Source: an optimization exercise on an open RTL-to-GDS flow (aim: a short achievable clock period and few clock cycles). Production flows keep margins and buffers that such runs may drop.
Only simulation tests tie the RTL to the original design; equivalence was not proved.
Power and IR drop assume default switching activity.

Design cpu_core, start of the top module:
module cpu_core (
    input  logic        clk,
    input  logic        reset,
    output logic [31:0] imem_addr,
    input  logic [31:0] imem_data,
    output logic [31:0] dmem_addr,
    output logic [31:0] dmem_wdata,
    output logic        dmem_we,
    input  logic [31:0] dmem_rdata
);
    function automatic [31:0] ks_carry(input logic [31:0] a, input logic [31:0] b,
                                       input logic cin);
        logic [31:0] p, gg, pp, gn, pn;
        p  = a ^ b;
        gg[0] = a[0] & b[0];
        pp[0] = p[0];
        for (int i = 1; i < 32; i++) begin
            gg[i] = (a[i] & b[i]) | (a[i] & a[i-1] & b[i-1]) | (b[i] & a[i-1] & b[i-1]);
            pp[i] = p[i] & p[i-1];
        end
        for (int l = 1; l < 5; l++) begin
            gn = gg;
            pn = pp;
            for (int i = 0; i < 32; i++) begin
                if (i >= (1 << l)) begin
                    gn[i] = gg[i] | (pp[i] & gg[i - (1 << l)]);
                    pn[i] = pp[i] & pp[i - (1 << l)];
                end
            end
            gg = gn;
            pp = pn;
        end
        ks_carry = {gg[30:0] | (pp[30:0] & {31{cin}}), cin};
    endfunction
    function automatic [31:0] ks_add(input logic [31:0] a, input logic [31:0] b,
                                     input logic cin);
        ks_add = (a ^ b) ^ ks_carry(a, b, cin);
    endfunction
    function automatic logic cond_pass(input logic [3:0] c, input logic n, input logic z);
        case (c)
            4'b0000: cond_pass = z;
            4'b0001: cond_pass = !z;
            4'b0100: cond_pass = n;
            4'b0101: cond_pass = !n;
  ...
==> flow/config.mk <==
export PLATFORM = sky130hd
export DESIGN_NAME = cpu_core
export DESIGN_NICKNAME = cpu_core
export VERILOG_FILES = /design/flow/design.v
export SDC_FILE = /design/flow/constraint.sdc
export NUM_CORES = 4
export LEC_CHECK = 0
export ABC_AREA = 0
export ABC_CLOCK_PERIOD_IN_PS = 2500
export CAP_MARGIN = 20
export CORE_MARGIN = 2
export CORE_UTILIZATION = 35
export SETUP_SLACK_MARGIN = 5
export SLEW_MARGIN = 20
export TNS_END_PERCENT = 100
==> flow/constraint.sdc <==
create_clock -name core_clock -period 8.0 [get_ports {clk}]
set_input_delay 1.6000 -clock core_clock [delete_from_list [all_inputs] [get_ports {clk}]]
set_output_delay 1.6000 -clock core_clock [all_outputs]
set_load 0.01 [all_outputs]
run.sh (not shown) runs the stock make flow with config.mk's settings and CLKGATE_MAP_FILE= SYNTH_SCRIPT=/design/flow/synth_recipe.tcl, a recipe that flattens the netlist after the stock synthesis.
The first run passed the timing, DRC and antenna checks.
Testbench counts at the start, summed over its fixed seeds: cycles 53,507.
==> next run, changes <==
--- a/flow/config.mk
+++ b/flow/config.mk
@@ -9,6 +9,9 @@
 export ABC_CLOCK_PERIOD_IN_PS = 2500
 export CAP_MARGIN = 20
+export CELL_PAD_IN_SITES_DETAIL_PLACEMENT = 1
+export CELL_PAD_IN_SITES_GLOBAL_PLACEMENT = 2
 export CORE_MARGIN = 2
-export CORE_UTILIZATION = 35
+export CORE_UTILIZATION = 45
+export PLACE_DENSITY = 0.65
 export SETUP_SLACK_MARGIN = 5
 export SLEW_MARGIN = 20
Effect: Area after synthesis does not change; cell count falls by a few percent; clock skew rises by 13 ps; final area barely changes; global-route usage climbs by 11 points; setup slack degrades by 150 ps; first-iteration DRC count fell by well over a third; fmax falls by a few percent; total power grows by a few percent; hold slack is about the same; via count hardly moves.
==> next run, changes <==
--- a/flow/config.mk
+++ b/flow/config.mk
@@ -9,9 +9,6 @@
 export ABC_CLOCK_PERIOD_IN_PS = 2500
 export CAP_MARGIN = 20
-export CELL_PAD_IN_SITES_DETAIL_PLACEMENT = 1
-export CELL_PAD_IN_SITES_GLOBAL_PLACEMENT = 2
 export CORE_MARGIN = 2
-export CORE_UTILIZATION = 45
-export PLACE_DENSITY = 0.65
+export CORE_UTILIZATION = 40
 export SETUP_SLACK_MARGIN = 5
 export SLEW_MARGIN = 20
Result:
- design area is lower by 0.43%
- register-to-register slack gets better by 98 ps
- via count is lower by 0.45%
- setup slack gets better by 98 ps
- final cell count is higher by 2.6%
==> next run, changes <==
--- a/flow/config.mk
+++ b/flow/config.mk
@@ -9,4 +9,6 @@
 export ABC_CLOCK_PERIOD_IN_PS = 2500
 export CAP_MARGIN = 20
+export CELL_PAD_IN_SITES_DETAIL_PLACEMENT = 1
+export CELL_PAD_IN_SITES_GLOBAL_PLACEMENT = 2
 export CORE_MARGIN = 2
 export CORE_UTILIZATION = 40
What happened: Routed wire length rises by 15%. Power rises by 6.1%. Hold slack hardly moves. Setup slack is worse by 68 ps. Flip-flop and latch count is unchanged. Cell area rises by about 1.7%. Sequential power is about the same. Non-clock buffer count rises by 59.


## yarrow
cpu_core, a different RTL version from the one above (not shown whole).
Size: about 1400 flip-flops, about 160 I/O pins, ~67000 um2 of cells after synthesis.
==> flow/config.mk <==
export PLATFORM = sky130hd
export DESIGN_NAME = cpu_core
export DESIGN_NICKNAME = cpu_core
export VERILOG_FILES = /design/flow/design.v
export SDC_FILE = /design/flow/constraint.sdc
export NUM_CORES = 4
export LEC_CHECK = 0
export ABC_AREA = 0
export ABC_CLOCK_PERIOD_IN_PS = 2500
export CAP_MARGIN = 20
export CELL_PAD_IN_SITES_DETAIL_PLACEMENT = 1
export CELL_PAD_IN_SITES_GLOBAL_PLACEMENT = 2
export CORE_MARGIN = 2
export CORE_UTILIZATION = 40
export SETUP_SLACK_MARGIN = 5
export SLEW_MARGIN = 20
export TNS_END_PERCENT = 100
==> flow/constraint.sdc <==
create_clock -name core_clock -period 8.0 [get_ports {clk}]
set_input_delay 1.6000 -clock core_clock [delete_from_list [all_inputs] [get_ports {clk}]]
set_output_delay 1.6000 -clock core_clock [all_outputs]
set_load 0.01 [all_outputs]
yarrow | status: complete | timing, DRC, antenna: pass
Testbench counts of yarrow, summed over its fixed seeds: cycles 54,486.
Here is what was changed in the inputs of tundra compared with yarrow.
Settings: an added PLACE_DENSITY of 0.65; a change of CORE_UTILIZATION from 40 to 45.
==> run summary <==
Comparing tundra and yarrow, the higher number of buffers inserted during clock tree synthesis was measured on yarrow.
Compared with yarrow, tundra shows largest net degree at the start of global routing that has gone down by more than 10%.
tundra vs. yarrow: critical path depth in cells lower, sequential cell area share higher.
yarrow has lower largest driver fanout on the critical path than tundra.
From yarrow to tundra the numbers moved as follows: global-route usage climbed 3.0 points, total wire length dropped 9400 um.

## static timing again, ports no longer ideal
How much do the figures lean on ideal ports? The routed layouts below were timed once more, with nothing changed but the port constraints. Step 1 sets driving cells, clkbuf_16 on the clock port and buf_2 on the other inputs (assumed; they add their load-dependent delay and slew). Step 2 adds t to the input delays and takes it off the output delays; t is the mean of the earliest and latest rising clock arrival at the registers after step 1. Input paths then give back, and output paths get back, about the clock's delay inside the block. a / b / c = ideal / step 1 / step 2; a / b = the first two.
| run | t (ns) | setup WS [ns] | worst setup path at the end | latest minus earliest clock arrival (ns) | worst data-port slew with drivers (ns) |
|---|---|---|---|---|---|
| the first run of note 1 | 0.885 | 4.771 / 4.771 / 4.065 | input to register | 0.031 / 0.031 | 0.11 |
| the second run of note 1 | 0.881 | 4.625 / 4.625 / 4.081 | input to register | 0.043 / 0.044 | 0.11 |
| the third run of note 1 | 0.875 | 4.723 / 4.723 / 4.171 | input to register | 0.037 / 0.037 | 0.06 |
| the fourth run of note 1 | 0.921 | 4.655 / 4.655 / 4.085 | input to register | 0.031 / 0.031 | 0.09 |
| yarrow | 0.923 | 4.751 / 4.751 / 4.024 | input to register | 0.036 / 0.036 | 0.14 |
| tundra | 0.879 | 4.807 / 4.807 / 3.964 | input to register | 0.049 / 0.049 | 0.13 |
After both steps every run listed still meets setup and hold. The setup slack of tundra, which loses most, moves by 0.000 ns with the drivers and by -0.843 ns with both steps.
